What follows belongs to an exercise in optimizing a design on an open flow for small area and a short achievable clock period; a production flow would make more cautious choices. At most, simulation tests tie the RTL to the original design; equivalence was not proved. No functional check of the RTL was part of runs 4 and 5. Power figures rest on the tool's default switching activity, not on a simulated workload.

===== flow/flow/run.sh =====
#!/bin/bash
# Own layout flow: the standard synthesis, then the combinational logic between the
# registers is mapped again by ABC (registers, their names and cell types are kept as
# the standard synthesis made them): the logic in front of the rgb registers for delay,
# the rest for area. Then the standard layout steps from floorplan to finish.
set -euo pipefail
WORK=$(pwd)
HERE=$(cd "$(dirname "$0")" && pwd)
R=$WORK/orfs/results/$FLOW_PLATFORM/foosball_top/base
LIB=$FLOW_HOME/platforms/$FLOW_PLATFORM/lib/sky130_fd_sc_hd__tt_025C_1v80.lib
YOSYS=$FLOW_HOME/../tools/install/yosys/bin/yosys
[ -x "$YOSYS" ] || YOSYS=$(command -v yosys)

CRIT_SCRIPT=${CRIT_SCRIPT:-abc_speed.script}
REST_SCRIPT=${REST_SCRIPT:-abc_area.script}
LAYOUT_ARGS=()
[ -f "$HERE/flow.env" ] && source "$HERE/flow.env"

# 1. standard synthesis
bash standard.sh synth > "$WORK/log_1_synth.log" 2>&1
cp "$R/1_2_yosys.v" "$WORK/std_1_2_yosys.v"

# 2. remap the combinational logic
python3 "$HERE/genmodels.py" "$LIB" > "$WORK/comb_models.v"
DU=""
for c in $(sed -n '/DONT_USE_CELLS += /,/^$/p' "$FLOW_HOME/platforms/$FLOW_PLATFORM/config.mk" | grep -o 'sky130_fd_sc_hd__[a-z0-9_]*'); do
   DU="$DU -dont_use $c"
done
printf 'set_driving_cell sky130_fd_sc_hd__buf_1\nset_load 5\n' > "$WORK/abc.constr"
cat > "$WORK/remap.ys" <<EOY
read_liberty -lib $LIB
read_verilog $WORK/std_1_2_yosys.v
hierarchy -top $FLOW_TOP
techmap -map $WORK/comb_models.v
techmap
opt -purge
select -set dw c:u_render.rgb* %ci1:+sky130_fd_sc_hd__dfrtp_1[D] w:* %i
select -set crit @dw %ci*:-sky130_fd_sc_hd__dfrtp_1,sky130_fd_sc_hd__dfstp_2
select -set critg @crit t:\$_* %i
abc -liberty $LIB $DU -constr $WORK/abc.constr -script $HERE/$CRIT_SCRIPT @critg
abc -liberty $LIB $DU -constr $WORK/abc.constr -script $HERE/$REST_SCRIPT t:\$_*
opt_clean -purge
hilomap -singleton -hicell sky130_fd_sc_hd__conb_1 HI -locell sky130_fd_sc_hd__conb_1 LO
insbuf -buf sky130_fd_sc_hd__buf_4 A X
splitnets
opt_clean -purge
tee -o $WORK/remap_stat.txt stat -liberty $LIB
check -assert -mapped
write_verilog -noattr -noexpr -nohex -nodec $WORK/remap_1_2_yosys.v
EOY
"$YOSYS" -s "$WORK/remap.ys" > "$WORK/log_2_remap.log" 2>&1
cp "$WORK/remap_1_2_yosys.v" "$R/1_2_yosys.v"
rm -f "$R/1_synth.odb" "$R/1_synth.sdc"

# 3. the standard layout from the remapped netlist
bash standard.sh "${LAYOUT_ARGS[@]}" finish > "$WORK/log_3_layout.log" 2>&1

===== flow/flow/abc_area.script =====
strash
dc2
balance; rewrite; refactor; balance; rewrite; rewrite -z; balance; refactor -z; rewrite -z; balance
balance; resub -K 6; rewrite; resub -K 6 -N 2; refactor; resub -K 8; balance; resub -K 8 -N 2; rewrite; resub -K 10; rewrite -z; resub -K 10 -N 2; balance; resub -K 12; refactor -z; resub -K 12 -N 2; rewrite -z; balance
dch -f
amap
topo

===== flow/flow/abc_speed.script =====
strash
dc2
balance; rewrite; refactor; balance; rewrite; rewrite -z; balance; refactor -z; rewrite -z; balance
dch -f
map
topo
stime -p
buffer -p
upsize
dnsize
stime -p

===== flow/flow/flow.env =====
LAYOUT_ARGS=("BUFFER_PORTS_ARGS=-buffer_cell sky130_fd_sc_hd__buf_2")

===== flow/flow/genmodels.py =====
import re, sys
lib = open(sys.argv[1]).read()
out = []
# split into cells
for m in re.finditer(r'\n\s*cell\s*\(\s*"?([\w]+)"?\s*\)\s*\{', lib):
    name = m.group(1)
    start = m.end()
    depth = 1; i = start
    while depth:
        c = lib[i]
        if c == '{': depth += 1
        elif c == '}': depth -= 1
        i += 1
    body = lib[start:i]
    if re.search(r'\b(ff|latch|statetable|ff_bank)\s*\(', body):
        continue
    pins = []
    for pm in re.finditer(r'\n\s*pin\s*\(\s*"?(\w+)"?\s*\)\s*\{', body):
        ps = pm.end(); d = 1; j = ps
        while d:
            c = body[j]
            if c == '{': d += 1
            elif c == '}': d -= 1
            j += 1
        pb = body[ps:j]
        dm = re.search(r'direction\s*:\s*"?(\w+)"?', pb)
        fm = re.search(r'\bfunction\s*:\s*"([^"]*)"', pb)
        pins.append((pm.group(1), dm.group(1) if dm else None, fm.group(1) if fm else None))
    ins = [p for p in pins if p[1] == 'input']
    outs = [p for p in pins if p[1] == 'output']
    if not outs or any(o[2] is None for o in outs):
        continue
    bad = False
    lines = []
    for o in outs:
        f = o[2].replace('+', '|').replace('*', '&')
        f = re.sub(r"(\w+)'", r"(!\1)", f)
        if re.search(r'VPWR|VGND|KAPWR|LOWLV|SLEEP', f):
            bad = True
        lines.append(f"  assign {o[0]} = {f};")
    if bad:
        continue
    ports = [p[0] for p in ins] + [o[0] for o in outs]
    s = f"module {name}({', '.join(ports)});\n"
    for p in ins:
        s += f"  input {p[0]};\n"
    for o in outs:
        s += f"  output {o[0]};\n"
    s += "\n".join(lines) + "\nendmodule\n"
    out.append(s)
print("\n".join(out))

===== flow/standard.sh =====
#!/bin/bash
# synth_recipe.tcl (not shown) runs the flow's synth.tcl, then flattens the netlist and writes it again
# the make line also repeats each setting of config.mk as NAME=value (left out here)
make -C /OpenROAD-flow-scripts/flow DESIGN_CONFIG=/design/flow/config.mk WORK_HOME=/design/flow/orfs CLKGATE_MAP_FILE= SYNTH_SCRIPT=/design/flow/synth_recipe.tcl "${@:-finish}"

===== flow/config.mk =====
export PLATFORM = sky130hd
export DESIGN_NAME = foosball_top
export DESIGN_NICKNAME = foosball_top
export VERILOG_FILES = /design/flow/design.v
export SDC_FILE = /design/flow/constraint.sdc
export NUM_CORES = 4
export LEC_CHECK = 0
export CAP_MARGIN = 20
export CORE_MARGIN = 2
export CORE_UTILIZATION = 40
export SLEW_MARGIN = 20

===== flow/constraint.sdc =====
create_clock -name core_clock -period 13.0 [get_ports {clk}]
set_input_delay 2.6000 -clock core_clock [delete_from_list [all_inputs] [get_ports {clk}]]
set_output_delay 2.6000 -clock core_clock [all_outputs]
set_load 0.01 [all_outputs]

===== flow/design.v =====
package game_cfg_pkg;
   localparam int refresh_default = 255;     
   localparam int field_bottom = 479;        
   localparam int rod_len       = 100;       
   localparam int rod_thick     = 10;        
   localparam int rod_step      = 10;        
   localparam int rod_start_top = 260;
   localparam int left_rod_x    = 5;         
   localparam int right_rod_x   = 625;       
   localparam int ball_start  = 300;         
   localparam int ball_radius = 8;
   localparam int ball_speed  = 3;           
   localparam int serve_h     = 4;           
   localparam int serve_v     = 3;           
   localparam int goal_low      = 140;
   localparam int goal_high     = 340;
   localparam int wall_gap_low  = 200;
   localparam int wall_gap_high = 280;
   localparam int top_bounce    = 20;
   localparam int bottom_bounce = 460;
   localparam logic [2:0] col_field     = 3'b010;  
   localparam logic [2:0] col_frame     = 3'b111;  
   localparam logic [2:0] col_left_rod  = 3'b001;  
   localparam logic [2:0] col_right_rod = 3'b100;  
   localparam logic [2:0] col_ball      = 3'b111;  
   localparam logic [2:0] col_blank     = 3'b000;
endpackage
package game_types_pkg;
   typedef logic signed [10:0] coord_t;
   typedef logic signed [3:0] vel_t;         
   typedef logic [2:0] rgb_t;                
   typedef struct packed {
      logic up;
      logic down;
   } rod_btn_t;
   typedef struct packed {
      logic [9:0] x;                         
      logic [8:0] y;                         
      logic       video_on;                  
   } pixel_t;
   typedef struct packed {
      coord_t x;
      coord_t y;
   } ball_t;
endpackage
`timescale 1ns/1ps
module game_ctrl (
   input  logic clk,
   input  logic reset,
   input  logic goal_right_mouth,  
   input  logic goal_left_mouth,   
   output logic frame_tick,        
   output logic serve_left,        
   output logic score1,
   output logic score2
);
   logic [7:0] lfsr;
   logic       low_zero;
   assign low_zero   = (lfsr[6:0] == 7'd0);
   assign frame_tick = low_zero && !lfsr[7];
   always_ff @(posedge clk or posedge reset)
   begin
      if (reset)
         lfsr <= 8'd0;
      else
         lfsr <= {lfsr[6:0], lfsr[7] ^ lfsr[5] ^ lfsr[4] ^ lfsr[3] ^ low_zero};
   end
   always_ff @(posedge clk or posedge reset)
   begin
      if (reset)
      begin
         serve_left <= 1'b0;
         score1     <= 1'b0;
         score2     <= 1'b0;
      end
      else
      begin
         score1 <= goal_right_mouth;
         score2 <= goal_left_mouth;
         if (goal_right_mouth)
            serve_left <= 1'b0;
         else if (goal_left_mouth)
            serve_left <= 1'b1;
      end
   end
endmodule
`timescale 1ns/1ps
module rod_mover (
   input  logic       clk,
   input  logic       reset,
   input  logic       frame_tick,
   input  logic [1:0] btn,           
   output logic [7:0] rod_half       
);
   logic [5:0] k;
   always_ff @(posedge clk or posedge reset)
   begin
      if (reset)
         k <= 6'd26;
      else if (frame_tick)
      begin
         if (btn[1] && (k != 6'd1))         
            k <= k - 6'd1;
         else if (btn[0] && (k < 6'd37))     
            k <= k + 6'd1;
      end
   end
   assign rod_half = {k, 2'b00} + {2'b00, k};
endmodule
`timescale 1ns/1ps
module ball_mover (
   input  logic               clk,
   input  logic               reset,
   input  logic               frame_tick,
   input  logic               serve,
   input  logic               serve_left,
   input  logic [7:0]         left_half,     
   input  logic [7:0]         right_half,
   output logic [10:0]        xl,            
   output logic [10:0]        yl,
   output logic               goal_right_mouth,
   output logic               goal_left_mouth
);
   logic v_zero, vx_neg, vx_4, vy_neg;
   logic in_mouth, off_gap, top_wall, bot_wall, x_right, x_left;
   logic x_hit_r, x_hit_l;
   assign in_mouth = (yl >= 11'd132) && (yl <= 11'd332);     
   assign off_gap  = !((yl >= 11'd192) && (yl <= 11'd272));  
   assign top_wall = (yl <= 11'd11) || (yl >= 11'd1016);     
   assign bot_wall = (yl >= 11'd453) && (yl <= 11'd1015);    
   assign x_right  = (xl >= 11'd622) && (xl <= 11'd1015);    
   assign x_left   = (xl >= 11'd1016) && (xl <= 11'd2043);   
   assign x_hit_r  = (xl >= 11'd614) && (xl <= 11'd622);     
   assign x_hit_l  = (xl >= 11'd4) && (xl <= 11'd9);         
   logic [7:0] t_sel;
   logic [8:0] w;
   logic       y_hit;
   assign t_sel = xl[9] ? right_half : left_half;
   assign w     = {1'b0, yl[8:1]} - {1'b0, t_sel} + 9'd4;       
   assign y_hit = (yl[10:9] == 2'b00) && ((w <= 9'd49) || (w == 9'd50 && !yl[0]));
   logic hit_right, hit_left;
   assign hit_right = y_hit && x_hit_r;
   assign hit_left  = y_hit && x_hit_l;
   assign goal_right_mouth = frame_tick && in_mouth && (xl >= 11'd629) && (xl <= 11'd1015);   
   assign goal_left_mouth  = frame_tick && in_mouth && x_left;
   logic goal, move;
   assign goal = goal_right_mouth || goal_left_mouth;
   assign move = frame_tick && !v_zero;
   logic [3:0]  xa, ya;
   logic [10:0] tx, ty;
   logic [10:0] xl_next, yl_next;
   assign xa = {1'b0, xl[2:0]} + (vx_neg ? (vx_4 ? 4'd4 : 4'd5) : (vx_4 ? 4'd4 : 4'd3));
   assign ya = {1'b0, yl[2:0]} + (vy_neg ? 4'd5 : 4'd3);
   always_comb
   begin
      tx[3] = move && (xa[3] ^ vx_neg);
      ty[3] = move && (ya[3] ^ vy_neg);
      for (int i = 4; i < 11; i++)
      begin
         tx[i] = tx[i-1] && (xl[i-1] ^ vx_neg);
         ty[i] = ty[i-1] && (yl[i-1] ^ vy_neg);
      end
      xl_next[2:0] = move ? xa[2:0] : xl[2:0];
      yl_next[2:0] = move ? ya[2:0] : yl[2:0];
      for (int i = 3; i < 11; i++)
      begin
         xl_next[i] = xl[i] ^ tx[i];
         yl_next[i] = yl[i] ^ ty[i];
      end
   end
   always_ff @(posedge clk or posedge reset)
   begin
      if (reset)
      begin
         xl <= 11'd292;
         yl <= 11'd292;
      end
      else if (goal)
      begin
         xl <= 11'd292;
         yl <= 11'd292;
      end
      else
      begin
         xl <= xl_next;
         yl <= yl_next;
      end
   end
   always_ff @(posedge clk or posedge reset)
   begin
      if (reset)
      begin
         v_zero <= 1'b1;
         vx_neg <= 1'b0;
         vx_4   <= 1'b0;
         vy_neg <= 1'b0;
      end
      else if (serve)
      begin
         v_zero <= 1'b0;
         vx_neg <= serve_left;
         vx_4   <= 1'b1;
         vy_neg <= serve_left;
      end
      else if (frame_tick)
      begin
         if (goal)
            v_zero <= 1'b1;
         if (top_wall)
            vy_neg <= 1'b0;
         else if (bot_wall)
            vy_neg <= 1'b1;
         if (!top_wall && !bot_wall && x_right && off_gap)
         begin
            vx_neg <= 1'b1;
            vx_4   <= 1'b0;
         end
         else if (!top_wall && !bot_wall && x_left && off_gap)
         begin
            vx_neg <= 1'b0;
            vx_4   <= 1'b0;
         end
         else if (hit_right)
         begin
            vx_neg <= 1'b1;
            vx_4   <= 1'b0;
         end
         else if (hit_left)
         begin
            vx_neg <= 1'b0;
            vx_4   <= 1'b0;
         end
      end
   end
endmodule
`timescale 1ns/1ps
module pixel_renderer (
   input  logic               clk,
   input  logic               reset,
   input  logic [19:0]        pix,
   input  logic [10:0]        xl,            
   input  logic [10:0]        yl,
   input  logic [7:0]         left_half,
   input  logic [7:0]         right_half,
   output logic [2:0]         rgb
);
   function automatic logic ge8c(input logic [7:0] a, input logic [7:0] b, input logic cin);
      logic c;
      c = cin;
      for (int i = 0; i < 8; i++)
         c = (a[i] & ~b[i]) | ((a[i] | ~b[i]) & c);
      ge8c = c;
   endfunction
   function automatic logic sum_zero6(input logic [5:0] p, input logic [5:0] q, input logic cin);
      logic ok;
      ok = !(p[0] ^ q[0] ^ cin);
      for (int i = 1; i < 6; i++)
         ok = ok & ((p[i] ^ q[i]) == (p[i-1] | q[i-1]));
      sum_zero6 = ok;
   endfunction
   logic [9:0] px;
   logic [8:0] py;
   logic       vo;
   assign px = pix[19:10];
   assign py = pix[9:1];
   assign vo = pix[0];
   logic on_frame, on_left, on_right, on_ball;
   assign on_frame = (py < 9'd5) || (py > 9'd474)
                     || (((py < 9'd140) || (py > 9'd340)) && ((px < 10'd5) || (px > 10'd634)));
   logic [7:0] q, qm;
   logic       q_low;
   assign q     = py[8:1];
   assign qm    = q - 8'd50;
   assign q_low = (q < 8'd50);
   assign on_left  = ge8c(q, left_half, py[0]) && (q_low || !ge8c(qm, left_half, 1'b1))
                     && (px > 10'd5) && (px < 10'd15);
   assign on_right = ge8c(q, right_half, py[0]) && (q_low || !ge8c(qm, right_half, 1'b1))
                     && (px > 10'd625) && (px < 10'd635);
   logic [5:0] ax, ay;             
   logic       hx, hy;
   assign ax = {1'b0, px[4:0]} - {1'b0, xl[4:0]};
   assign ay = {1'b0, py[4:0]} - {1'b0, yl[4:0]};
   assign hx = sum_zero6({1'b0, px[9:5]}, ~xl[10:5], !ax[5]);
   assign hy = sum_zero6({2'b00, py[8:5]}, ~yl[10:5], !ay[5]);
   logic [3:0] adx, ady;
   assign adx = (ax[4] || ax[3]) ? 4'(ax[3:0] - 4'd8) : 4'(4'd8 - ax[3:0]);
   assign ady = (ay[4] || ay[3]) ? 4'(ay[3:0] - 4'd8) : 4'(4'd8 - ay[3:0]);
   logic inx, iny;
   assign inx = hx && (!ax[4] || ax[3:0] == 4'd0);
   assign iny = hy && (!ay[4] || ay[3:0] == 4'd0);
   logic [3:0] wmax;
   always_comb
   begin
      case (ady)
         4'd0:                wmax = 4'd8;
         4'd1, 4'd2, 4'd3:    wmax = 4'd7;
         4'd4, 4'd5:          wmax = 4'd6;
         4'd6:                wmax = 4'd5;
         4'd7:                wmax = 4'd3;
         default:             wmax = 4'd0;
      endcase
   end
   assign on_ball = inx && iny && (adx <= wmax);
   logic [2:0] rgb_next;
   assign rgb_next[0] = vo && !on_right && (on_frame ^ on_ball ^ on_left);
   assign rgb_next[1] = vo && !on_left && !on_right && !(on_frame && on_ball);
   assign rgb_next[2] = vo && !on_left && (on_frame ^ on_ball ^ on_right);
   always_ff @(posedge clk or posedge reset)
   begin
      if (reset)
         rgb <= 3'b000;
      else
         rgb <= rgb_next;
   end
endmodule
`timescale 1ns/1ps
module foosball_top (
   input  logic                     clk,
   input  logic                     reset,
   input  logic                     stop_ball,
   input  game_types_pkg::rod_btn_t left_btn,
   input  game_types_pkg::rod_btn_t right_btn,
   input  game_types_pkg::pixel_t   pix,
   output game_types_pkg::rgb_t     rgb,
   output logic                     score1,
   output logic                     score2
);
   logic frame_tick, serve_left;
   logic goal_right_mouth, goal_left_mouth;
   logic [7:0] left_half, right_half;
   logic [10:0] xl, yl;
   game_ctrl u_ctrl (
      .clk              (clk),
      .reset            (reset),
      .goal_right_mouth (goal_right_mouth),
      .goal_left_mouth  (goal_left_mouth),
      .frame_tick       (frame_tick),
      .serve_left       (serve_left),
      .score1           (score1),
      .score2           (score2)
   );
   rod_mover left_rod  (.clk(clk), .reset(reset), .frame_tick(frame_tick),
                        .btn(left_btn), .rod_half(left_half));
   rod_mover right_rod (.clk(clk), .reset(reset), .frame_tick(frame_tick),
                        .btn(right_btn), .rod_half(right_half));
   ball_mover u_ball (
      .clk              (clk),
      .reset            (reset),
      .frame_tick       (frame_tick),
      .serve            (stop_ball),
      .serve_left       (serve_left),
      .left_half        (left_half),
      .right_half       (right_half),
      .xl               (xl),
      .yl               (yl),
      .goal_right_mouth (goal_right_mouth),
      .goal_left_mouth  (goal_left_mouth)
   );
   pixel_renderer u_render (
      .clk        (clk),
      .reset      (reset),
      .pix        (pix),
      .xl         (xl),
      .yl         (yl),
      .left_half  (left_half),
      .right_half (right_half),
      .rgb        (rgb)
   );
endmodule

==> summary.txt, run 1 <==
outcome complete, no violations; Max Clock Skew a little over 0.009 ns; Initial Utilization 0.4089; Max-cap violations 0; initial antenna violation count 0; 1st-iter DRT viols 384; postcts setup bufs 0; worst slew pin tran between 0.7 and 0.8 ns; Max VDD drop a little under 0.07 mV; Post-Place Cells between 900 and 1,000; Crit. End Element flop; per-cell routed wire length ~16 um; CP required ~13 ns; post_cts resized 0; Vias/cell ~5.7; Clock Path Buffers 2; gr usage total 0.2341; I/O Buffers 31; synthesized area per cell 6.456 um2; fillers between 1,000 and 1,500; CTS tree yes; PnR Total Power roughly 0.0004 W; Power per Cell Area 71.72 nW/um2; RSZ-0062 raised after global routing false; fin cells between 1,000 and 1,500; core footprint roughly 13,000 um2; die width between 100 and 150 um; Util after Layout 0.4496; vias post-DR 5,734; die height around 120 um; DP Wirelength 12,670 um; Setup CP Type flop to flop; Synth Warn # 4; post-synthesis cell area 5139 um2; final setup violation count 0; synth-to-layout area growth 9.959%; syn nets 823; share of layout cells above drive strength 1 0.09004; FP Rows 41; worst skew pair latency 0.31 ns; Worst slew margin 0.4642; final net count approximately 860; Synth Instances 796; Clock Pin Slew Worst Setup and Hold Paths 0.08 ns; DRT antenna net count 0; Final Hold Vio Count 0; min Tclk post-route 4.608 ns; # clock sinks 52; Final Max Slew Viols 0; IO Count 32; worst min path class flop to flop; CTS H-Tree Depth 2; critical path startpoint category flop; Routed WL around 16,000 um; Num CTS Buffers 5; final cycle utilization of the critical path 0.3545; leakage around 2.4 nW; Overflow after GRT 0; Placer Congestion approximately 1; CP Data Arrival Time between 4 and 5 ns; total negative slack 0 ns; diodes inserted 0; first-pass GRT wire length 26,700 um; Fmax approximately 0.22 GHz; drt pass-1 iters 7; Post-CTS Hold Buffers 0; vias in the first global route roughly 5,500; largest net degree at the start of global routing 53; CTS root buffer clkbuf_16; DRC Markers 0; crit-path max FO 7; Die ar. 13,770 um2
-- critical path, cell delays in order (launching register included) --
cell and delay (ns):
dfstp_2 0.59, nand2_1 0.08, a21oi_1 0.20, nand3_1 0.13
nand2_1 0.11, a21boi_0 0.10, xor2_1 0.34, inv_1 0.14
o21ai_0 0.48, nor2_1 0.11, nor2_1 0.19, a21oi_1 0.07
o21ai_0 0.15, nor2_1 0.07, a2111oi_0 0.35, o221ai_1 0.19
a31oi_1 0.16, o21ai_0 0.21, nor2_1 0.14, o21ai_0 0.15
a21oi_1 0.21, o21ai_0 0.12, a31o_1 0.22
-- path summary, 6_finish.rpt --
kind	from	endpoint	slack, ns	depth (start not counted)
setup / recovery	right_rod.k[1]	u_ball.vx_neg	8.39	22
hold / removal	u_ctrl.lfsr[2]	u_ctrl.lfsr[3]	0.38	0
setup reg to reg	right_rod.k[1]	u_ball.vx_neg	8.39	22
hold reg to reg	u_ctrl.lfsr[2]	u_ctrl.lfsr[3]	0.38	0
max in group asynchronous	reset	u_render.rgb[0]	10.07	3
min in group asynchronous	reset	u_ctrl.lfsr[4]	2.47	3
-- routing by layer --
metal  GRT usage  up-vias  wire length [um]
met1      0.3010     2682              7396
li1            -     2858                 -
met4     0.09187        0               447
met3     0.03745       34               611
met5           0        -                 0
met2      0.3936      160              7557
-- stage by stage --
step,worst slack [ns],area (um2),hold slack [ns]
finish,8.392,5650,0.3771
global route,7.840,5650,0.3851
CTS,8.451,5650,0.3785
detailed placement,8.245,5499,0.3610
global placement,8.357,5499,0.3556
floorplan,8.681,5139,0.3540
-- state kept, by name, indices dropped and copies added (netlist names) --
signal,count
left_rod.k,6
u_ctrl.score1,1
u_ctrl.score2,1
right_rod.k,6
u_ball.xl,11
u_ball.vy_neg,1
u_ball.vx_neg,1
u_render.rgb,3
u_ball.yl,11
u_ctrl.lfsr,8
u_ctrl.serve_left,1
u_ball.v_zero,1
u_ball.vx_4,1
-- cell type report --
class | count | area (um2) | area share
flip-flops and latches | 52 | 1318 | 0.2332
multi-input cells | 594 | 3252 | 0.5755
inverters | 147 | 551.8 | 0.09765
clock inverters | 3 | 26.28 | 0.004650
repair buffers | 32 | 162.7 | 0.02879
clock buffers | 5 | 125.1 | 0.02214
well taps | 172 | 215.2 | 0.03809
-- power breakdown --
group	total [W]	internal, W	switching (W)
Clock	0.000145	0.0000731	0.0000716
Sequential	0.000169	0.000165	0.00000370
Combinational	0.0000920	0.0000323	0.0000597
-- cells in the final DEF, fill, tap and decap left out, drive strengths merged, types with 10 or more instances in the layout --
cell type and count:
nand2 124, nand4 10, o22ai 18, inv 76, buf 32, o221ai 16
nand3 28, clkinv 72, a31oi 17, xor2 14, o21ai 72, dfstp 13
nor3 16, nor2 107, dfrtp 39, a211oi 11, a21oi 52
==> run 2: changes to the inputs <==
--- a/flow/flow/run.sh
+++ b/flow/flow/run.sh
@@ -42,2 +42,5 @@
 opt_clean -purge
+chtype -map sky130_fd_sc_hd__clkinv_1 sky130_fd_sc_hd__inv_1
+opt_merge -share_all t:sky130_fd_sc_hd__df* %n
+opt_clean -purge
 hilomap -singleton -hicell sky130_fd_sc_hd__conb_1 HI -locell sky130_fd_sc_hd__conb_1 LO
@@ -51,3 +54,4 @@
 "$YOSYS" -s "$WORK/remap.ys" > "$WORK/log_2_remap.log" 2>&1
-cp "$WORK/remap_1_2_yosys.v" "$R/1_2_yosys.v"
+python3 "$HERE/netfix.py" "$WORK/remap_1_2_yosys.v" "$WORK/netfix_1_2_yosys.v" > "$WORK/log_2_netfix.log" 2>&1
+cp "$WORK/netfix_1_2_yosys.v" "$R/1_2_yosys.v"
 rm -f "$R/1_synth.odb" "$R/1_synth.sdc"
==> flow/flow/flow.env (replaced) <==
LAYOUT_ARGS=("BUFFER_PORTS_ARGS=-buffer_cell sky130_fd_sc_hd__buf_2" "CORE_UTILIZATION=70")
==> flow/flow/netfix.py (new file) <==
#!/usr/bin/env python3
"""Peephole clean-up of a mapped netlist written by yosys write_verilog:
an inverter fed by another inverter is removed and its loads are moved to the
first inverter's input; inverters left without loads are removed too."""
import re, sys

src = open(sys.argv[1]).read()
cell_re = re.compile(r'^  (sky130_fd_sc_hd__\w+)\s+(\S+)\s*\((.*?)\);\n', re.S | re.M)
pin_re = re.compile(r'\.(\w+)\(([^()]*)\)')
OUTS = ('X', 'Y', 'Q', 'Q_N', 'SUM', 'COUT', 'HI', 'LO')

cells = []
for m in cell_re.finditer(src):
    pins = [(p, n.strip()) for p, n in pin_re.findall(m.group(3))]
    cells.append({'type': m.group(1), 'name': m.group(2), 'pins': pins, 'span': m.span(), 'dead': False})

keep = set()
for m in re.finditer(r'^\s*(?:input|output|inout)\s+(?:\[[^\]]*\]\s*)?([^;]+);', src, re.M):
    for n in m.group(1).split(','):
        keep.add(n.strip())
for m in re.finditer(r'^\s*assign\s+(.*?)\s*=\s*(.*?);', src, re.M):
    keep.add(m.group(1).strip())
    keep.add(m.group(2).strip())
def is_kept(net):
    return net in keep or net.split('[')[0].strip() in keep

def is_inv(c):
    return re.match(r'sky130_fd_sc_hd__(clk)?inv_\d+$', c['type']) is not None

drv = {}
loads = {}
def index():
    drv.clear(); loads.clear()
    for i, c in enumerate(cells):
        if c['dead']:
            continue
        for p, n in c['pins']:
            if p in OUTS:
                drv[n] = i
            else:
                loads.setdefault(n, []).append(i)
index()

changed = True
removed = 0
while changed:
    changed = False
    for b in cells:
        if b['dead'] or not is_inv(b):
            continue
        pa = dict(b['pins'])
        ai = drv.get(pa['A'])
        if ai is None:
            continue
        a = cells[ai]
        if not is_inv(a):
            continue
        x = dict(a['pins'])['A']
        y = pa['Y']
        if is_kept(y):
            continue
        for li in loads.get(y, []):
            c = cells[li]
            c['pins'] = [(p, x if (n == y and p not in OUTS) else n) for p, n in c['pins']]
        b['dead'] = True
        removed += 1
        index()
        ay = dict(a['pins'])['Y']
        if not loads.get(ay) and not is_kept(ay):
            a['dead'] = True
            removed += 1
            index()
        changed = True

out = []
pos = 0
for c in cells:
    s, e = c['span']
    out.append(src[pos:s])
    if not c['dead']:
        body = ',\n'.join(f'    .{p}({n}{" " if n.startswith(chr(92)) else ""})' for p, n in c['pins'])
        out.append(f"  {c['type']} {c['name']} (\n{body}\n  );\n")
    pos = e
out.append(src[pos:])
open(sys.argv[2], 'w').write(''.join(out))
print(f'netfix: removed {removed} inverters', file=sys.stderr)
==> summary.txt, run 2 <==
Crit. End Element flop; R2R Path Start right_rod.k[1]; synth-to-layout area growth 7.148%; min Tclk post-route 4.676 ns; Largest regs u_ball.xl (11), u_ball.yl (11), u_ctrl.lfsr (8); per-cell routed wire length between 15 and 20 um; Clock Pin Slew Worst Setup and Hold Paths about 0.12 ns; Initial Utilization 0.7302; outcome complete, no violations; CTS root buffer clkbuf_8; Bufs and invs on worst path 1; critical path cell sequence nand2_1 > a21oi_1 > nand3_1 > nand2_1 > a21boi_0 > xor2_1 > inv_1 > o21ai_0 > nor2_1 > nor2_1 > a21oi_1 > o21ai_0 > nor2_1 > a2111oi_0 > o221ai_1 > a31oi_1 > o21ai_0 > nor2_1 > o21ai_0 > a21oi_1 > o21ai_0 > a31o_1; fillers approximately 540; Crit path max-delay family compound AO/OA/AOI/OAI gates; crit-path max cell delay about 0.66 ns; slowest cell on the critical path dfstp_2; critical path startpoint category flop; vias post-DR roughly 5,800; Post-CTS Hold Buffers 0; 1st-iter DRT viols around 750; Die ar. between 7000 and 8000 um2; commonest non-fill, non-tap cell in the layout nand2_1; drt pass-1 iters 6; Worst slew margin 0.2997; die height ~88 um; DP Wirelength between 10,000 and 15,000 um; Power per Cell Area between 60 and 70 nW/um2; FP Rows 30; die width roughly 88 um; Synth Warn # 4; final cycle utilization of the critical path 0.3597; CP required roughly 13 ns; total negative slack 0 ns; WHS Path Cells 0; Setup CP Type flop to flop; core footprint 6832 um2; Max VDD drop 0.06993 mV; Multi-input gate area ~3300 um2; most frequent cells in the layout nand2_1 (122), nor2_1 (105), inv_1 (100); vias in the first global route a little over 5,000; WHS Endpoint u_ctrl.lfsr[7]; initial antenna violation count 0; Routed WL between 10,000 and 15,000 um; final net count roughly 820; gr usage total 0.3740; postcts setup bufs 0; leakage ~2.5 nW; Final Hold Vio Count 0; Num CTS Buffers 5; worst slew pin tran 1.042 ns; share of layout cells above drive strength 1 0.09343; worst min path class flop to flop; R2R Path End u_ball.vx_neg; RSZ-0062 raised after global routing false; Fmax approximately 0.21 GHz; # clock sinks 52; worst reg2reg path depth 22; CP most frequent cell o21ai_0; worst min-delay path startpoint u_ctrl.lfsr[6]; post_cts resized 0; syn nets between 700 and 800; FF/Latch Area ~1300 um2; crit-path max FO 11; CTS tree yes; Final Max Slew Viols 0; CTS H-Tree Depth 2; Placer Congestion approximately 0.96; Vias/cell around 6.5; IO Count 32; final setup violation count 0; diodes inserted 0; Reg2Reg Setup Slack between 8 and 9 ns; DRC Markers 0; I/O Buffers 31; CP Data Arrival Time 4.90 ns; Max Clock Skew between 0.009 and 0.01 ns; first-pass GRT wire length about 23,000 um; worst skew pair latency about 0.32 ns; hold_ws approximately 0.40 ns; Max-cap violations 0; Overflow after GRT 0; post-synthesis cell area about 5000 um2; largest net degree at the start of global routing 53; Clock Path Buffers 2; Synth Instances approximately 760; DRT antenna net count 0; synthesized area per cell 6.599 um2
run 2: metal layers:
metal,GRT usage,vias up,wire length [um]
li1,-,2764,-
met1,0.5369,2596,6117
met2,0.5960,385,6521
met3,0.04198,54,1550
met4,0.1129,0,437
met5,0,-,0
run 2: worst max path at each step:
stage,slack (ns),cells after the start,end,start
final,8.32,22,u_ball.vx_neg,right_rod.k[1]
after global routing,7.85,22,u_ball.vx_neg,right_rod.k[1]
after CTS,8.54,22,u_ball.vx_neg,right_rod.k[1]
after detailed placement,8.28,15,u_render.rgb[2],pix[1]
after global placement,8.38,13,u_render.rgb[2],pix[17]
after floorplan,8.68,11,u_render.rgb[2],pix[12]
run 2: metrics by stage:
stage	util	total power (W)	instances	setup WS [ns]	cell area (um2)
floorplan	-	0.0002363	756	8.681	4989
global placement	0.7679	0.0002564	880	8.375	5246
detailed placement	0.7679	0.0002598	880	8.277	5246
CTS	0.7822	0.0003654	888	8.539	5344
global route	0.7824	0.0003826	888	7.850	5345
finish	0.7824	0.0003675	888	8.324	5345
run 2: where the power goes:
part	switching (W)	internal (W)	total, W
Combinational	0.0000594	0.0000316	0.0000910
Clock	0.0000662	0.0000409	0.000107
Sequential	0.00000431	0.000165	0.000169
Total	0.000130	0.000238	0.000368
run 2: area by class of cell:
class                           instances  area share
Tap cell                               96     0.02247
Timing Repair Buffer                   31     0.02903
Inverter                              107     0.07537
Clock buffer                            5     0.01287
Clock inverter                          3    0.005384
Multi-Input combinational cell        594      0.6084
Sequential cell                        52      0.2465
run 2: worst reg2reg max path: cells and delay by family, from the launching register on:
kind	cells	cell delay [ns]
compound gates	13	2.53
xor+xnor	1	0.31
buf+inv	1	0.12
flops	1	0.66
simple gates	7	0.94
==> run 3: changes to the inputs <==
==> flow/flow/flow.env (replaced) <==
LAYOUT_ARGS=("BUFFER_PORTS_ARGS=-buffer_cell sky130_fd_sc_hd__buf_2")
==> summary.txt, run 3 <==
outcome complete, no violations; Routed WL roughly 15,000 um; # clock sinks 52; PnR Total Power 0.0004227 W; Synth Instances around 760; Initial Utilization 0.4119; Max-cap violations 0; worst min path class flop to flop; CTS H-Tree Depth 2; most frequent cells in the layout nand2_1 (122), nor2_1 (105), inv_1 (100); crit-path max FO 4; Overflow after GRT 0; Post-Place Cells ~950; die height around 120 um; Vias/cell between 5 and 6; CTS root buffer clkbuf_16; 1st-iter DRT viols ~470; Clock Pin Slew Worst Setup and Hold Paths roughly 0.090 ns; postcts setup bufs 0; CP required 13.25 ns; die width approximately 120 um; post_cts resized 0; core footprint between 10,000 and 15,000 um2; crit-path max cell delay approximately 0.37 ns; Fmax approximately 0.22 GHz; R2R Path Start right_rod.k[1]; Post-CTS Hold Buffers 0; final net count approximately 800; Logic pwr share 0.214; total negative slack 0 ns; commonest non-fill, non-tap cell in the layout nand2_1; fillers roughly 1,300; Crit path max-delay family compound AO/OA/AOI/OAI gates; Crit. End Element flop; drt pass-1 iters 5; Max Clock Skew around 0.015 ns; Max VDD drop 0.05875 mV; DRC Markers 0; WHS Endpoint u_ctrl.lfsr[1]; clock share of power 0.386; diodes inserted 0; CP Data Arrival Time 4.81 ns; worst reg2reg path depth 22; initial antenna violation count 0; final worst-path setup slack approximately 8.4 ns; DP Wirelength ~12,000 um; gr usage total 0.2291; Worst slew margin 0.4614; critical path startpoint category primary input; leakage 2.496 nW; per-cell routed wire length between 15 and 20 um; Synth Warn # 4; Final Hold Vio Count 0; largest net degree at the start of global routing 53; final cycle utilization of the critical path 0.3507; first-pass GRT wire length about 24,000 um; DRT antenna net count 0; synthesized area per cell 6.599 um2; IO Count 32; worst min-delay path startpoint u_ctrl.lfsr[0]; syn nets 783; final setup violation count 0; Clock Path Buffers 2; Reg2Reg Setup Slack between 8 and 9 ns; share of layout cells above drive strength 1 0.09572; worst skew pair latency roughly 0.32 ns; Bufs and invs on worst path 2; WHS Path Cells 0; P_int approximately 0.00029 W; Setup CP Type primary input to flop; slowest cell on the critical path a2111oi_0; FP Rows 40; Largest regs u_ball.xl (11), u_ball.yl (11), u_ctrl.lfsr (8); vias in the first global route about 5,000; Placer Congestion between 0.9 and 1; post-synthesis cell area around 5000 um2; Net Sw Power 0.0001340 W; synth-to-layout area growth 10.71%; CTS tree yes; pre-CTS setup slack between 8 and 9 ns; R2R Path End u_ball.vx_neg; min Tclk post-route between 4 and 5 ns; RSZ-0062 raised after global routing false; vias post-DR 5,559; critical path cell sequence buf_2 > nor2_1 > inv_1 > nor2_1 > o21ai_1 > nor4_2 > nand2_1 > a2111oi_0 > nand2_1 > a2111oi_4 > o211a_1 > o21ai_1 > a21oi_1; worst slew pin tran 0.7975 ns; Num CTS Buffers 5; Die ar. 13,380 um2; Net Sw Frac 0.3169; fin cells 962; Power per Cell Area 76.54 nW/um2; I/O Buffers 31; Seq pwr share 0.401; Final Max Slew Viols 0
[run 3: worst max path at each step]
stage	start	endpoint	slack, ns	cells past startpoint
4_1_cts	right_rod.k[1]	u_ball.vx_neg	8.43	22
3_5_place_dp	pix[17]	u_render.rgb[2]	8.21	13
5_1_grt	right_rod.k[2]	u_ball.vx_neg	7.95	22
2_1_floorplan	pix[12]	u_render.rgb[2]	8.68	11
6_report	pix[17]	u_render.rgb[2]	8.44	13
3_3_place_gp	pix[17]	u_render.rgb[2]	8.20	13
[run 3: area by class of cell]
cell class	instances	area, um2	area share
Inverter	107	401.6	0.07272
Clock inverter	3	46.29	0.008382
Sequential cell	52	1318	0.2386
Timing Repair Buffer	33	170.2	0.03081
Multi-Input combinational cell	594	3252	0.5888
Clock buffer	5	125.1	0.02266
Tap cell	168	210.2	0.03806
[run 3: stage by stage]
step                  util  hold slack [ns]  instance area [um2]
finish              0.4560           0.3776                 5523
global route        0.4560           0.3829                 5523
CTS                 0.4560           0.3790                 5523
detailed placement  0.4418           0.3656                 5351
global placement    0.4418           0.3594                 5351
floorplan                -           0.3540                 4989
[run 3: power by group through the flow]
| stage | Combinational (W) | Clock (W) | Sequential (W) |
|---|---|---|---|
| finish | 0.0000904 | 0.000163 | 0.000169 |
| floorplan | 0.0000651 | 0 | 0.000171 |
| global route | 0.000102 | 0.000173 | 0.000170 |
| CTS | 0.0000891 | 0.000166 | 0.000169 |
| detailed placement | 0.0000886 | 0 | 0.000172 |
| global placement | 0.0000871 | 0 | 0.000172 |
[run 3: per-layer routing]
layer	vias up	GRT usage	share of wire
li1	2773	-	-
met1	2552	0.3239	0.47
met2	219	0.3567	0.44
met3	15	0.05021	0.070
met4	0	0.05794	0.014
met5	-	0	0
==> run 4: changes to the inputs <==
--- a/flow/design.v
+++ b/flow/design.v
@@ -94,3 +94,2 @@
 );
-   logic [5:0] k;
    always_ff @(posedge clk or posedge reset)
@@ -98,12 +97,11 @@
       if (reset)
-         k <= 6'd26;
+         rod_half <= 8'd130;
       else if (frame_tick)
       begin
-         if (btn[1] && (k != 6'd1))         
-            k <= k - 6'd1;
-         else if (btn[0] && (k < 6'd37))     
-            k <= k + 6'd1;
+         if (btn[1] && (rod_half > 8'd5))
+            rod_half <= rod_half - 8'd5;
+         else if (btn[0] && (rod_half < 8'd185))
+            rod_half <= rod_half + 8'd5;
       end
    end
-   assign rod_half = {k, 2'b00} + {2'b00, k};
 endmodule
==> summary.txt, run 4 <==
Crit. End Element flop; Vias/cell roughly 5.9; Max-cap violations 0; core footprint around 12,000 um2; Max VDD drop 0.06107 mV; Bufs and invs on worst path 2; Setup CP Type primary input to flop; Placer Congestion 0.9588; CTS tree yes; share of layout cells above drive strength 1 0.1051; Routed WL about 15,000 um; I/O Buffers 31; critical path startpoint category primary input; Post-CTS Hold Buffers 0; Synth Warn # 4; Worst slew margin 0.4167; worst skew pair latency between 0.3 and 0.4 ns; die width 116.3 um; Power per Cell Area just over 80 nW/um2; fillers between 1,000 and 1,500; Post-Place Cells roughly 940; final cycle utilization of the critical path 0.3370; syn nets 770; min Tclk post-route 4.381 ns; Crit path max-delay family simple AND/OR/NAND/NOR gates; total negative slack 0 ns; CP Data Arrival Time between 4 and 5 ns; diodes inserted 0; Die ar. between 10,000 and 15,000 um2; fin cells 952; # clock sinks between 50 and 60; CTS root buffer clkbuf_16; DRC Markers 0; synthesized area per cell around 6.8 um2; Synth Instances around 740; final net count between 800 and 900; postcts setup bufs 0; crit-path max FO 4; IO Count 32; largest net degree at the start of global routing 31; leakage approximately 2.4 nW; vias in the first global route approximately 5,000; synth-to-layout area growth 10.19%; hold_ws about 0.39 ns; Final Max Slew Viols 0; drt pass-1 iters 7; post_cts resized 0; final setup violation count 0; Initial Utilization 0.4050; die height approximately 120 um; Final Hold Vio Count 0; per-cell routed wire length approximately 16 um; most frequent cells in the layout nor2_1 (111), inv_1 (99), nand2_1 (98); 1st-iter DRT viols about 560; Clock Path Buffers 2; critical path cell sequence buf_2 > inv_1 > nand2_1 > a31oi_4 > o21bai_2 > nand2_2 > o21ai_2 > xor2_2 > nand3_2 > nor4_4 > nand3_1 > a21oi_1 > a21oi_1; Placed Area between 5000 and 6000 um2; CP Depth 13; Clock Pin Slew Worst Setup and Hold Paths 0.08 ns; commonest non-fill, non-tap cell in the layout nor2_1; CP most frequent cell a21oi_1; worst reg2reg path depth 14; CTS H-Tree Depth 2; post-synthesis cell area 5049 um2; DP Wirelength 11,660 um; crit-path max cell delay roughly 0.31 ns; Num CTS Buffers 5; gr usage total 0.2295; Overflow after GRT 0; RSZ-0062 raised after global routing false; outcome complete, no violations; worst min path class flop to flop; CP required roughly 13 ns; Largest regs u_ball.xl (11), u_ball.yl (11); Max Clock Skew approximately 0.0093 ns; WHS Path Cells 0; Fmax around 0.23 GHz; worst slew pin tran 0.8749 ns; slowest cell on the critical path nor4_4; FP Rows 41; first-pass GRT wire length 24,570 um; DRT antenna net count 0; initial antenna violation count 0; Design Area, Final about 5600 um2; vias post-DR 5,606; Reg2Reg Setup Slack slightly below 9 ns
[run 4: final timing paths]
kind,start,end
hold / removal,u_ctrl.lfsr[6],u_ctrl.lfsr[7]
setup / recovery,pix[2],u_render.rgb[0]
setup reg to reg,u_ctrl.lfsr[5],u_ball.yl[10]
hold reg to reg,u_ctrl.lfsr[6],u_ctrl.lfsr[7]
min in group asynchronous,reset,u_ball.yl[3]
max in group asynchronous,reset,u_ball.xl[5]
[run 4: layer usage]
metal	wire, um	vias up	track usage
met4	432	0	0.08571
met1	6850	2581	0.3038
met2	6877	233	0.3674
li1	-	2754	-
met3	1089	38	0.05138
met5	0	-	0
[run 4: power by group]
group,internal [W],leakage [nW],switching [W]
clock network,0.0000774,0.0772,0.0000696
registers,0.000180,0.702,0.0000115
logic,0.0000424,1.61,0.0000767
[run 4: stage by stage]
stage,util,setup slack [ns],power [W]
after global placement,0.4340,8.395,0.0003095
after CTS,0.4463,8.681,0.0004608
after detailed placement,0.4340,8.343,0.0003117
after floorplan,-,8.699,0.0002806
after global routing,0.4463,8.298,0.0004821
final,0.4463,8.619,0.0004579
[run 4: final cells by class]
type | count | area (um2) | share of cell area
multi-input cells | 576 | 3208 | 0.5767
flip-flops and latches | 56 | 1415 | 0.2544
inverters | 107 | 401.6 | 0.07220
well taps | 172 | 215.2 | 0.03869
repair buffers | 33 | 170.2 | 0.03059
clock buffers | 6 | 138.9 | 0.02497
clock inverters | 2 | 13.76 | 0.002474
[run 4: worst register-to-register path: stages, from the launching register on]
cell,delay (ns)
dfrtp_1,0.39
nor2_1,0.14
nand2_1,0.06
nor4_1,0.26
nor2b_1,0.66
inv_1,0.19
nor2_1,0.52
inv_1,0.29
nor4_1,0.52
o21ai_0,0.28
nor2_1,0.21
inv_1,0.08
a221oi_1,0.29
nor2_1,0.07
a21oi_1,0.12
==> run 5: changes to the inputs <==
==> flow/flow/flow.env (replaced) <==
LAYOUT_ARGS=("BUFFER_PORTS_ARGS=-buffer_cell sky130_fd_sc_hd__buf_2" "SETUP_SLACK_MARGIN=8.8")
==> summary.txt, run 5 <==
min Tclk post-route 4.292 ns; diodes inserted 0; CTS H-Tree Depth 2; Final Hold Vio Count 0; Power per Cell Area about 84 nW/um2; final cycle utilization of the critical path 0.3302; synth-to-layout area growth 14.50%; vias post-DR ~5,700; syn nets between 700 and 800; DRC Markers 0; Final Max Slew Viols 0; Initial Utilization 0.4050; outcome complete, no violations; CP Data Arrival Time between 4 and 5 ns; Largest regs u_ball.xl (11), u_ball.yl (11); drt pass-1 iters 5; total negative slack 0 ns; Post-Place Cells 944; worst skew pair latency 0.31 ns; Overflow after GRT 0; DRT antenna net count 0; final setup violation count 0; fin cells between 900 and 1,000; core footprint approximately 12,000 um2; first-pass GRT wire length between 20,000 and 30,000 um; RSZ-0062 raised after global routing true; 1st-iter DRT viols between 500 and 600; die width ~120 um; Synth Instances between 700 and 800; gr usage total 0.2380; die height 116.3 um; Max VDD drop 0.04909 mV; CTS tree yes; post-synthesis cell area between 5000 and 6000 um2; commonest non-fill, non-tap cell in the layout nor2_1; pre-CTS setup slack 8.348 ns; Max Clock Skew 0.006161 ns; CP required between 10 and 15 ns; share of layout cells above drive strength 1 0.1521; Post-CTS Hold Buffers 0; Worst slew margin 0.3730; FP Rows 41; per-cell routed wire length approximately 16 um; largest net degree at the start of global routing between 50 and 60; Setup CP Type primary input to flop; synthesized area per cell around 6.8 um2; IO Count 32; Die ar. between 10,000 and 15,000 um2; leakage ~2.5 nW; CTS root buffer clkbuf_16; DP Wirelength 11,970 um; # clock sinks 56; Max-cap violations 0; most frequent cells in the layout nor2_1 (106), inv_1 (97), nand2_1 (86); Routed WL 15,790 um; Fmax 0.2330 GHz; final net count 815; vias in the first global route a little over 5,000; initial antenna violation count 0; Num CTS Buffers 5; Placer Congestion about 1; worst min path class flop to flop; Clock Path Buffers 2; final worst-path setup slack ~8.7 ns; Vias/cell 5.882; Crit. End Element flop; hold_ws slightly below 0.4 ns; crit-path max FO 6; Clock Pin Slew Worst Setup and Hold Paths roughly 0.08 ns; I/O Buffers 31; Synth Warn # 4; critical path startpoint category primary input; worst slew pin tran approximately 0.94 ns
[run 5: path summary, 6_finish.rpt]
| kind | from | endpoint | slack (ns) | cells past startpoint |
|---|---|---|---|---|
| max | pix[10] | u_render.rgb[0] | 8.71 | 12 |
| min | u_ctrl.lfsr[0] | u_ctrl.lfsr[1] | 0.38 | 0 |
| max reg2reg | u_ball.xl[9] | u_ball.vx_neg | 9.21 | 19 |
| min reg2reg | u_ctrl.lfsr[0] | u_ctrl.lfsr[1] | 0.38 | 0 |
| max in group asynchronous | reset | u_ball.xl[9] | 9.99 | 3 |
| min in group asynchronous | reset | u_ball.yl[7] | 2.50 | 3 |
[run 5: layout make-up]
class	instances	area (um2)
fill	1277	6685
multi-input combinational	576	3331
sequential	56	1416
inverter	107	409.1
timing repair buffer	42	245.2
tap	172	215.2
clock buffer	6	128.9
clock inverter	2	35.03
[run 5: power by group]
part | internal, W | switching [W] | total, W
clock network | 0.0000910 | 0.0000692 | 0.000160
logic | 0.0000486 | 0.0000820 | 0.000131
registers | 0.000180 | 0.0000116 | 0.000192
total | 0.000320 | 0.000163 | 0.000483
[run 5: stage by stage]
stage / total power [W] / utilization / instance area [um2]
after floorplan: 0.0002821 / - / 5070
after global placement: 0.0003115 / 0.4357 / 5431
after detailed placement: 0.0003139 / 0.4357 / 5431
after CTS: 0.0004777 / 0.4537 / 5655
after global routing: 0.0005082 / 0.4637 / 5781
final: 0.0004828 / 0.4637 / 5781
[run 5: repair_timing]
item,in CTS,in global routing
endpoints found under the hold margin,0,0
setup buffers,3,6
resized for setup,13,29
setup endpoints to repair,2,13
pin swaps,4,4
[run 5: worst max-delay path: stages]
cell and delay (ns):
buf_2 0.09, and2b_2 0.23, nand2_2 0.09, a31oi_4 0.10, xnor2_2 0.30, nand2_1 0.17
nand2_2 0.10, o21ai_2 0.06, nor4_4 0.33, nand3_1 0.18, a21oi_1 0.18, a21oi_1 0.06
[run 5: per-layer routing]
layer	part of all wire	vias to the layer above	global-route usage
li1	-	2773	-
met1	0.46	2681	0.3331
met2	0.47	176	0.3864
met3	0.053	23	0.03477
met4	0.015	0	0.06111
met5	0	-	0
==> run 6: changes to the inputs <==
--- a/flow/design.v
+++ b/flow/design.v
@@ -301,6 +301,10 @@
    assign on_ball = inx && iny && (adx <= wmax);
-   logic [2:0] rgb_next;
-   assign rgb_next[0] = vo && !on_right && (on_frame ^ on_ball ^ on_left);
-   assign rgb_next[1] = vo && !on_left && !on_right && !(on_frame && on_ball);
-   assign rgb_next[2] = vo && !on_left && (on_frame ^ on_ball ^ on_right);
+   logic       g_next;
+   logic [2:0] col_nb_next;
+   assign g_next         = vo && !on_frame && !on_left && !on_right;    
+   assign col_nb_next[0] = vo && (on_frame || on_left);                 
+   assign col_nb_next[1] = vo && !on_left && !on_right;                 
+   assign col_nb_next[2] = vo && (on_frame || on_right);                
+   logic       ball_q, g_q;
+   logic [2:0] col_nb_q;
    always_ff @(posedge clk or posedge reset)
@@ -308,6 +312,15 @@
       if (reset)
-         rgb <= 3'b000;
+      begin
+         ball_q   <= 1'b0;
+         g_q      <= 1'b0;
+         col_nb_q <= 3'b000;
+      end
       else
-         rgb <= rgb_next;
+      begin
+         ball_q   <= on_ball;
+         g_q      <= g_next;
+         col_nb_q <= col_nb_next;
+      end
    end
+   assign rgb = ball_q ? {3{g_q}} : col_nb_q;
 endmodule
--- a/flow/flow/run.sh
+++ b/flow/flow/run.sh
@@ -36,3 +36,3 @@
 opt -purge
-select -set dw c:u_render.rgb* %ci1:+sky130_fd_sc_hd__dfrtp_1[D] w:* %i
+select -set dw c:u_render.* %ci1:+sky130_fd_sc_hd__dfrtp_1[D] w:* %i
 select -set crit @dw %ci*:-sky130_fd_sc_hd__dfrtp_1,sky130_fd_sc_hd__dfstp_2
==> flow/flow/flow.env (replaced) <==
LAYOUT_ARGS=("BUFFER_PORTS_ARGS=-buffer_cell sky130_fd_sc_hd__buf_2")
==> summary.txt, run 6 <==
outcome complete, no violations; total negative slack 0 ns; leakage 2.486 nW; fin cells slightly below 1,000; min Tclk post-route 4.217 ns; Vias/cell between 5 and 6; die width about 120 um; Clock Pin Slew Worst Setup and Hold Paths roughly 0.06 ns; R2R Path End u_ball.xl[10]; WHS Endpoint u_ctrl.lfsr[7]; DP Wirelength 12,410 um; Largest regs u_ball.xl (11), u_ball.yl (11); commonest non-fill, non-tap cell in the layout nor2_1; gr usage total 0.2474; first-pass GRT wire length 26,210 um; post-synthesis cell area between 5000 and 6000 um2; Crit. End Element flop; Fmax 0.2371 GHz; CP Data Arrival Time between 4 and 5 ns; worst reg2reg path depth 13; Final Hold Vio Count 0; diodes inserted 0; FF/Latch Area between 1000 and 1500 um2; Design Area, Final 5744 um2; synth-to-layout area growth 12.28%; Routed WL around 16,000 um; Die ar. about 14,000 um2; CTS H-Tree Depth 3; Worst slew margin 0.4797; Post-Place Cells around 970; Max Clock Skew a little over 0.009 ns; Final Max Slew Viols 0; Clock Path Buffers 2; DRT antenna net count 0; Synth Instances around 770; WHS Path Cells 0; DRC Markers 0; drt pass-1 iters 8; worst min-delay path startpoint u_ctrl.lfsr[6]; Placer Congestion roughly 0.98; R2R Path Start u_ctrl.lfsr[5]; Initial Utilization 0.4071; 1st-iter DRT viols 604; RSZ-0062 raised after global routing false; final net count 834; vias in the first global route 5,229; final setup violation count 0; worst min path class flop to flop; worst slew pin tran 0.7724 ns; Max-cap violations 0; # clock sinks a little under 60; IO Count 32; syn nets around 790; CTS tree yes; initial antenna violation count 0; PnR Total Power 0.0005098 W; worst skew pair latency 0.35 ns; Max VDD drop between 0.05 and 0.06 mV; CP required 13.24 ns; largest net degree at the start of global routing 59; most frequent cells in the layout nor2_1 (143), inv_1 (92), nand2_1 (88); final cycle utilization of the critical path 0.3244; Multi-input gate area between 3000 and 4000 um2; postcts setup bufs 0; Num CTS Buffers 9; Placed Area ~5500 um2; per-cell routed wire length approximately 16 um; Synth Warn # 4; share of layout cells above drive strength 1 0.09483; CTS root buffer clkbuf_16; I/O Buffers 31; Util after Layout 0.4570; core footprint 12,570 um2; vias post-DR 5,770; synthesized area per cell approximately 6.7 um2; FP Rows 41; post_cts resized 0; fillers about 1,300; Post-CTS Hold Buffers 0; crit-path max FO 8; critical path startpoint category flop; die height about 120 um; Power per Cell Area around 90 nW/um2; Setup CP Type flop to flop; Reg2Reg Setup Slack 8.78 ns; Overflow after GRT 0
run 6: routing by layer:
layer / up-vias / GRT usage / wire length (um)
li1: 2855 / - / -
met1: 2649 / 0.3436 / 7554
met2: 227 / 0.3900 / 7248
met3: 39 / 0.03193 / 1023
met4: 0 / 0.1027 / 386
met5: - / 0 / 0
run 6: worst max path at each step:
stage	start	end	slack (ns)	cells past startpoint
2_1_floorplan	reset	left_rod.rod_half[0]	8.99	1
3_3_place_gp	pix[4]	u_render.ball_q	8.66	11
3_5_place_dp	pix[4]	u_render.ball_q	8.62	11
4_1_cts	u_ctrl.lfsr[5]	u_ball.xl[10]	8.80	13
5_1_grt	u_ctrl.lfsr[5]	u_ball.xl[10]	8.42	13
6_report	u_ctrl.lfsr[5]	u_ball.xl[10]	8.78	13
run 6: report_power, final:
part	total [W]	internal, W	switching (W)
Sequential	0.000195	0.000186	0.00000863
Combinational	0.0000975	0.0000340	0.0000635
Clock	0.000218	0.000134	0.0000836
run 6: critical path, cell delays in order (launching register included):
cell	delay [ns]
dfrtp_1	0.40
or4_1	0.52
nor4_1	0.24
nor2b_1	0.52
inv_1	0.21
nor2_1	0.52
o21ai_0	0.17
a31oi_1	0.30
inv_1	0.12
nor2_1	0.21
o21ai_0	0.16
nor2_1	0.25
o221ai_1	0.18
a221oi_1	0.31
run 6: per-stage QoR:
step,hold WS [ns],setup slack [ns]
2_1_floorplan,0.3472,8.990
3_3_place_gp,0.3595,8.662
3_5_place_dp,0.3681,8.622
4_1_cts,0.3804,8.800
5_1_grt,0.3815,8.425
6_report,0.3769,8.783
run 6: area by class of cell:
cell class                      instances  share of cell area
Clock buffer                           15             0.04487
Clock inverter                          1           0.0008713
Inverter                               98             0.06447
Multi-Input combinational cell        608              0.5689
Sequential cell                        58              0.2551
Tap cell                              172             0.03746
Timing Repair Buffer                   32             0.02832
==> run 7: changes to the inputs <==
==> flow/flow/flow.env (replaced) <==
LAYOUT_ARGS=("BUFFER_PORTS_ARGS=-buffer_cell sky130_fd_sc_hd__buf_2" "SETUP_SLACK_MARGIN=9.2")
==> summary.txt, run 7 <==
DRT antenna net count 0; 1st-iter DRT viols between 500 and 600; IO Count 32; critical path startpoint category primary input; vias post-DR about 6,000; Final Hold Vio Count 0; slowest cell on the critical path a31oi_4; largest net degree at the start of global routing just under 60; final cycle utilization of the critical path 0.3024; first-pass GRT wire length approximately 27,000 um; share of layout cells above drive strength 1 0.2120; critical path cell sequence buf_4 > nor2b_4 > nand2_2 > a31oi_4 > o221ai_2 > nand2_4 > nand3_2 > nand2_2 > nand2_2 > a32oi_2 > o21ai_2 > a21oi_2; min Tclk post-route roughly 4 ns; Die ar. ~14,000 um2; Synth Instances approximately 770; Util after Layout 0.5113; CP most frequent cell nand2_2; RSZ-0062 raised after global routing true; Synth Warn # 4; Largest regs u_ball.xl (11), u_ball.yl (11); crit-path max FO 6; Vias/cell ~6.0; fin cells between 1,000 and 1,500; per-cell routed wire length approximately 17 um; diodes inserted 0; worst min path class flop to flop; die width about 120 um; DRC Markers 0; Seq pwr share 0.355; Max-cap violations 0; FP Rows approximately 40; CTS tree yes; Crit path max-delay family compound AO/OA/AOI/OAI gates; clock share of power 0.413; final net count 857; CTS root buffer clkbuf_16; Fmax approximately 0.25 GHz; most frequent cells in the layout nor2_1 (131), inv_1 (86), nand2_1 (69); Power per Cell Area around 85 nW/um2; Multi-input gate area 3661 um2; final setup violation count 0; Net Sw Frac 0.3097; Clock Path Buffers 2; Net Sw Power between 0.00015 and 0.0002 W; PnR Total Power 0.0005482 W; commonest non-fill, non-tap cell in the layout nor2_1; CTS H-Tree Depth 3; Max VDD drop ~0.066 mV; syn nets ~800; Post-CTS Hold Buffers 0; final worst-path setup slack 9.069 ns; Num CTS Buffers 9; FF/Latch Area between 1000 and 1500 um2; Clock Pin Slew Worst Setup and Hold Paths 0.05 ns; die height 117.1 um; Crit. End Element flop; CP required 13.26 ns; fillers 1,233; Final Max Slew Viols 0; leakage ~2.7 nW; Logic pwr share 0.232; Placer Congestion about 0.94; Overflow after GRT 0; synth-to-layout area growth 25.61%; worst slew pin tran 0.7801 ns; Max Clock Skew around 0.008 ns; Bufs and invs on worst path 1; pre-CTS setup slack a little under 9 ns; total negative slack 0 ns; Setup CP Type primary input to flop; vias in the first global route around 5,600; gr usage total 0.2480; Initial Utilization 0.4071; I/O Buffers 31; worst skew pair latency about 0.34 ns; core footprint ~13,000 um2; Routed WL between 15,000 and 20,000 um; synthesized area per cell ~6.7 um2; post-synthesis cell area slightly above 5000 um2; crit-path max cell delay 0.26 ns; # clock sinks between 50 and 60; Worst slew margin 0.4799; DP Wirelength roughly 12,000 um; CP Data Arrival Time around 4.2 ns; Post-Place Cells about 970; P_int 0.0003784 W; drt pass-1 iters 6; initial antenna violation count 0; outcome complete, no violations
==> run 7: changes by cell type in the layout (fill, tap and decap cells not counted), moves of 7 or more <==
cell	delta
nand2_2	+15
nor2_2	+9
nor2_1	-12
o21ai_0	-7
buf_4	+22
nand2_1	-19
buf_2	-9
==> run 7: power groups by stage <==
stage	combinational (W)	sequential, W	clock, W
floorplan	0.0000754	0.000194	0
global placement	0.0000989	0.000197	0
detailed placement	0.000101	0.000197	0
CTS	0.000109	0.000195	0.000231
global route	0.000139	0.000195	0.000241
finish	0.000127	0.000195	0.000227
==> run 7: path summary, 6_finish.rpt <==
path                            cells after the start  slack, ns            from                    end
worst max-delay path                               12       9.07         pix[10]        u_render.ball_q
worst min-delay path                                0       0.37  u_ctrl.lfsr[1]         u_ctrl.lfsr[2]
worst max register to register                     15       9.53    u_ball.xl[9]          u_ball.vx_neg
worst min register to register                      0       0.37  u_ctrl.lfsr[1]         u_ctrl.lfsr[2]
max in group asynchronous                           3       9.93           reset           u_ball.xl[9]
min in group asynchronous                           3       2.50           reset  right_rod.rod_half[4]
==> run 7: cell type report <==
class,count,share of cell area
Inverter,98,0.06094
Tap cell,172,0.03349
Multi-Input combinational cell,608,0.5697
Sequential cell,58,0.2282
Timing Repair Buffer,55,0.06347
Clock inverter,2,0.001558
Clock buffer,14,0.04264
==> run 7: timing repair <==
| action | in CTS | in global routing |
|---|---|---|
| setup endpoints to repair | 12 | 11 |
| endpoints found under the hold margin | 0 | 0 |
| setup buffers | 8 | 14 |
| gates resized for setup | 36 | 69 |
| pin swaps | 13 | 35 |
==> run 7: stage by stage <==
step / hold slack [ns] / instance area (um2)
after global placement: 0.3617 / 5578
after floorplan: 0.3472 / 5215
final: 0.3682 / 6426
after global routing: 0.3845 / 6426
after detailed placement: 0.3598 / 5578
after CTS: 0.3703 / 6065
==> run 7: layer usage <==
layer / up-vias / wire length (um) / global-route usage
met5: - / 0 / 0
met1: 2849 / 7274 / 0.3065
met4: 0 / 567 / 0.1216
met3: 38 / 951 / 0.03965
met2: 237 / 8067 / 0.4216
li1: 2900 / - / -
==> run 8: changes to the inputs <==
==> flow/flow/flow.env (replaced) <==
LAYOUT_ARGS=("BUFFER_PORTS_ARGS=-buffer_cell sky130_fd_sc_hd__buf_2" "SETUP_SLACK_MARGIN=8.9")
==> summary.txt, run 8 <==
outcome complete, no violations; total negative slack 0 ns; final setup violation count 0; FP Rows 41; I/O Buffers 31; worst skew pair latency approximately 0.34 ns; min Tclk post-route 3.912 ns; diodes inserted 0; drt pass-1 iters 7; Synth Warn # 4; Worst slew margin 0.4717; DRT antenna net count 0; critical path startpoint category primary input; leakage 2.509 nW; # clock sinks 58; most frequent cells in the layout nor2_1 (142), inv_1 (90), nand2_1 (85); CTS tree yes; 1st-iter DRT viols between 500 and 600; Logic pwr share 0.197; final net count 838; Routed WL between 15,000 and 20,000 um; final cycle utilization of the critical path 0.3010; first-pass GRT wire length roughly 26,000 um; RSZ-0062 raised after global routing false; Max-cap violations 0; Power per Cell Area 87.62 nW/um2; Clock Path Buffers 2; synthesized area per cell ~6.7 um2; post-synthesis cell area between 5000 and 6000 um2; vias post-DR between 5,000 and 6,000; Placer Congestion roughly 0.98; CTS root buffer clkbuf_16; Initial Utilization 0.4071; P_int 0.0003559 W; core footprint approximately 13,000 um2; Setup CP Type primary input to flop; Crit. End Element flop; per-cell routed wire length 16.62 um; IO Count 32; share of layout cells above drive strength 1 0.1176; DRC Markers 0; hold_ws about 0.38 ns; Synth Instances approximately 770; syn nets roughly 800; Final Max Slew Viols 0; fillers around 1,300; worst min path class flop to flop; Die ar. approximately 14,000 um2; Net Sw Frac 0.3072; Vias/cell a little under 6; worst slew pin tran between 0.7 and 0.8 ns; DP Wirelength around 12,000 um; Final Hold Vio Count 0; Clock Pin Slew Worst Setup and Hold Paths 0.06 ns; CP required roughly 13 ns; Overflow after GRT 0; commonest non-fill, non-tap cell in the layout nor2_1; crit-path max FO 7; Num CTS Buffers 9; Max Clock Skew between 0.009 and 0.01 ns; synth-to-layout area growth 14.60%; Net Sw Power 0.0001578 W; die height roughly 120 um; CTS H-Tree Depth 3; vias in the first global route 5,229; Fmax ~0.26 GHz; Placed Area ~5500 um2; Max VDD drop 0.05225 mV; CP Data Arrival Time about 4.2 ns; Design Area, Final a little under 6000 um2; Largest regs u_ball.xl (11), u_ball.yl (11); Seq pwr share 0.379; die width around 120 um; initial antenna violation count 0; clock share of power 0.424; gr usage total 0.2474; largest net degree at the start of global routing around 60
-- run 8: changes by cell type in the layout (fill, tap and decap cells not counted), moves of 5 or more --
cell,before,now
nand2_1,69,85
buf_2,22,30
nor2_2,12,3
o21ai_1,8,3
nand2_2,17,5
buf_6,6,0
o21ai_0,58,64
buf_4,23,5
nor2_1,131,142
-- run 8: routing by layer --
layer | global-route usage | routed length, um
met3 | 0.03193 | 974
met1 | 0.3436 | 7673
met4 | 0.1027 | 359
met2 | 0.3900 | 7418
met5 | 0 | 0
-- run 8: timing repair --
action | CTS | global route
setup endpoints to repair | 1 | 8
endpoints found under the hold margin | 0 | 0
gates cloned | 0 | 0
setup buffers | 0 | 4
resized for setup | 1 | 21
pin swaps | 0 | 4
hold buffers | 0 | 0
-- run 8: final timing paths --
check | from | endpoint | slack [ns] | depth (start not counted)
worst max-delay path | pix[4] | u_render.ball_q | 9.09 | 11
worst min-delay path | u_ctrl.lfsr[6] | u_ctrl.lfsr[7] | 0.38 | 0
worst max register to register | u_ctrl.lfsr[5] | u_ball.xl[10] | 9.21 | 13
worst min register to register | u_ctrl.lfsr[6] | u_ctrl.lfsr[7] | 0.38 | 0
max in group asynchronous | reset | u_ball.xl[9] | 9.96 | 3
min in group asynchronous | reset | right_rod.rod_half[2] | 2.49 | 3
-- run 8: through the flow --
stage                     utilization  setup slack [ns]   power, W  std cells
after floorplan                     -             8.990  0.0002658        767
after global placement         0.4361             8.662  0.0002914        968
after detailed placement       0.4361             8.622  0.0002934        968
after CTS                      0.4572             8.976  0.0005115        984
after global routing           0.4665             8.871  0.0005373        988
final                          0.4665             9.088  0.0005137        988
-- run 8: critical path, stage by stage --
cell and delay (ns):
buf_2 0.14, inv_2 0.10, nor2_1 0.08, or2_4 0.28, o21bai_1 0.17, nand2_2 0.12, o2bb2ai_1 0.15, o2bb2ai_1 0.13
a32oi_1 0.20, o21ai_1 0.09, a21oi_1 0.12
-- run 8: final cells by class --
type | instances | area, um2 | area share
sequential | 58 | 1466 | 0.2501
multi-input combinational | 608 | 3346 | 0.5706
inverter | 98 | 377.9 | 0.06445
clock buffer | 15 | 257.7 | 0.04396
tap | 172 | 215.2 | 0.03671
clock inverter | 1 | 5.005 | 0.0008536
timing repair buffer | 36 | 195.2 | 0.03329
-- run 8: power by group through the flow --
stage          logic (W)  registers [W]  clock network (W)
2_1_floorplan  0.0000715       0.000194                  0
3_5_place_dp   0.0000960       0.000197                  0
4_1_cts        0.0000964       0.000195           0.000220
6_report        0.000101       0.000195           0.000218
3_3_place_gp   0.0000941       0.000197                  0
5_1_grt         0.000114       0.000196           0.000227

-- separate check: timing with driven ports --
The flow's constraints put no driver on any port. The routed layouts listed below were extracted and timed again, unchanged, in two steps. Step 1, drivers: a clkbuf_16 drives clk and a buf_2 each remaining input, both assumed. Step 2 also shifts input and output timing later by t, the mid clock arrival at the registers, as if the neighbouring blocks saw the same clock. Three values: no drivers, after step 1, after step 2; two values: the first two.
| run | t (ns) | slack for setup (ns) | hold WS [ns] | clock arrival spread, ns |
|---|---|---|---|---|
| run 1 | 0.347 | 8.392 / 8.392 / 8.151 | 0.377 / 0.377 / 0.377 | 0.009 / 0.010 |
| run 2 | 0.348 | 8.324 / 8.324 / 8.220 | 0.396 / 0.396 / 0.396 | 0.009 / 0.009 |
| run 3 | 0.352 | 8.441 / 8.441 / 8.106 | 0.378 / 0.378 / 0.378 | 0.016 / 0.016 |
| run 4 | 0.347 | 8.619 / 8.635 / 8.289 | 0.390 / 0.390 / 0.390 | 0.009 / 0.009 |
| run 5 | 0.347 | 8.708 / 8.724 / 8.377 | 0.385 / 0.385 / 0.385 | 0.007 / 0.007 |
| run 6 | 0.382 | 8.783 / 8.783 / 8.589 | 0.377 / 0.377 / 0.377 | 0.009 / 0.009 |
| run 7 | 0.371 | 9.069 / 9.082 / 8.711 | 0.368 / 0.368 / 0.368 | 0.008 / 0.009 |
| run 8 | 0.381 | 9.088 / 9.098 / 8.717 | 0.377 / 0.377 / 0.377 | 0.010 / 0.010 |
After both steps every run listed still meets setup and hold. The setup slack of run 8, which loses most, moves by +0.010 ns with the drivers and by -0.371 ns with both steps.
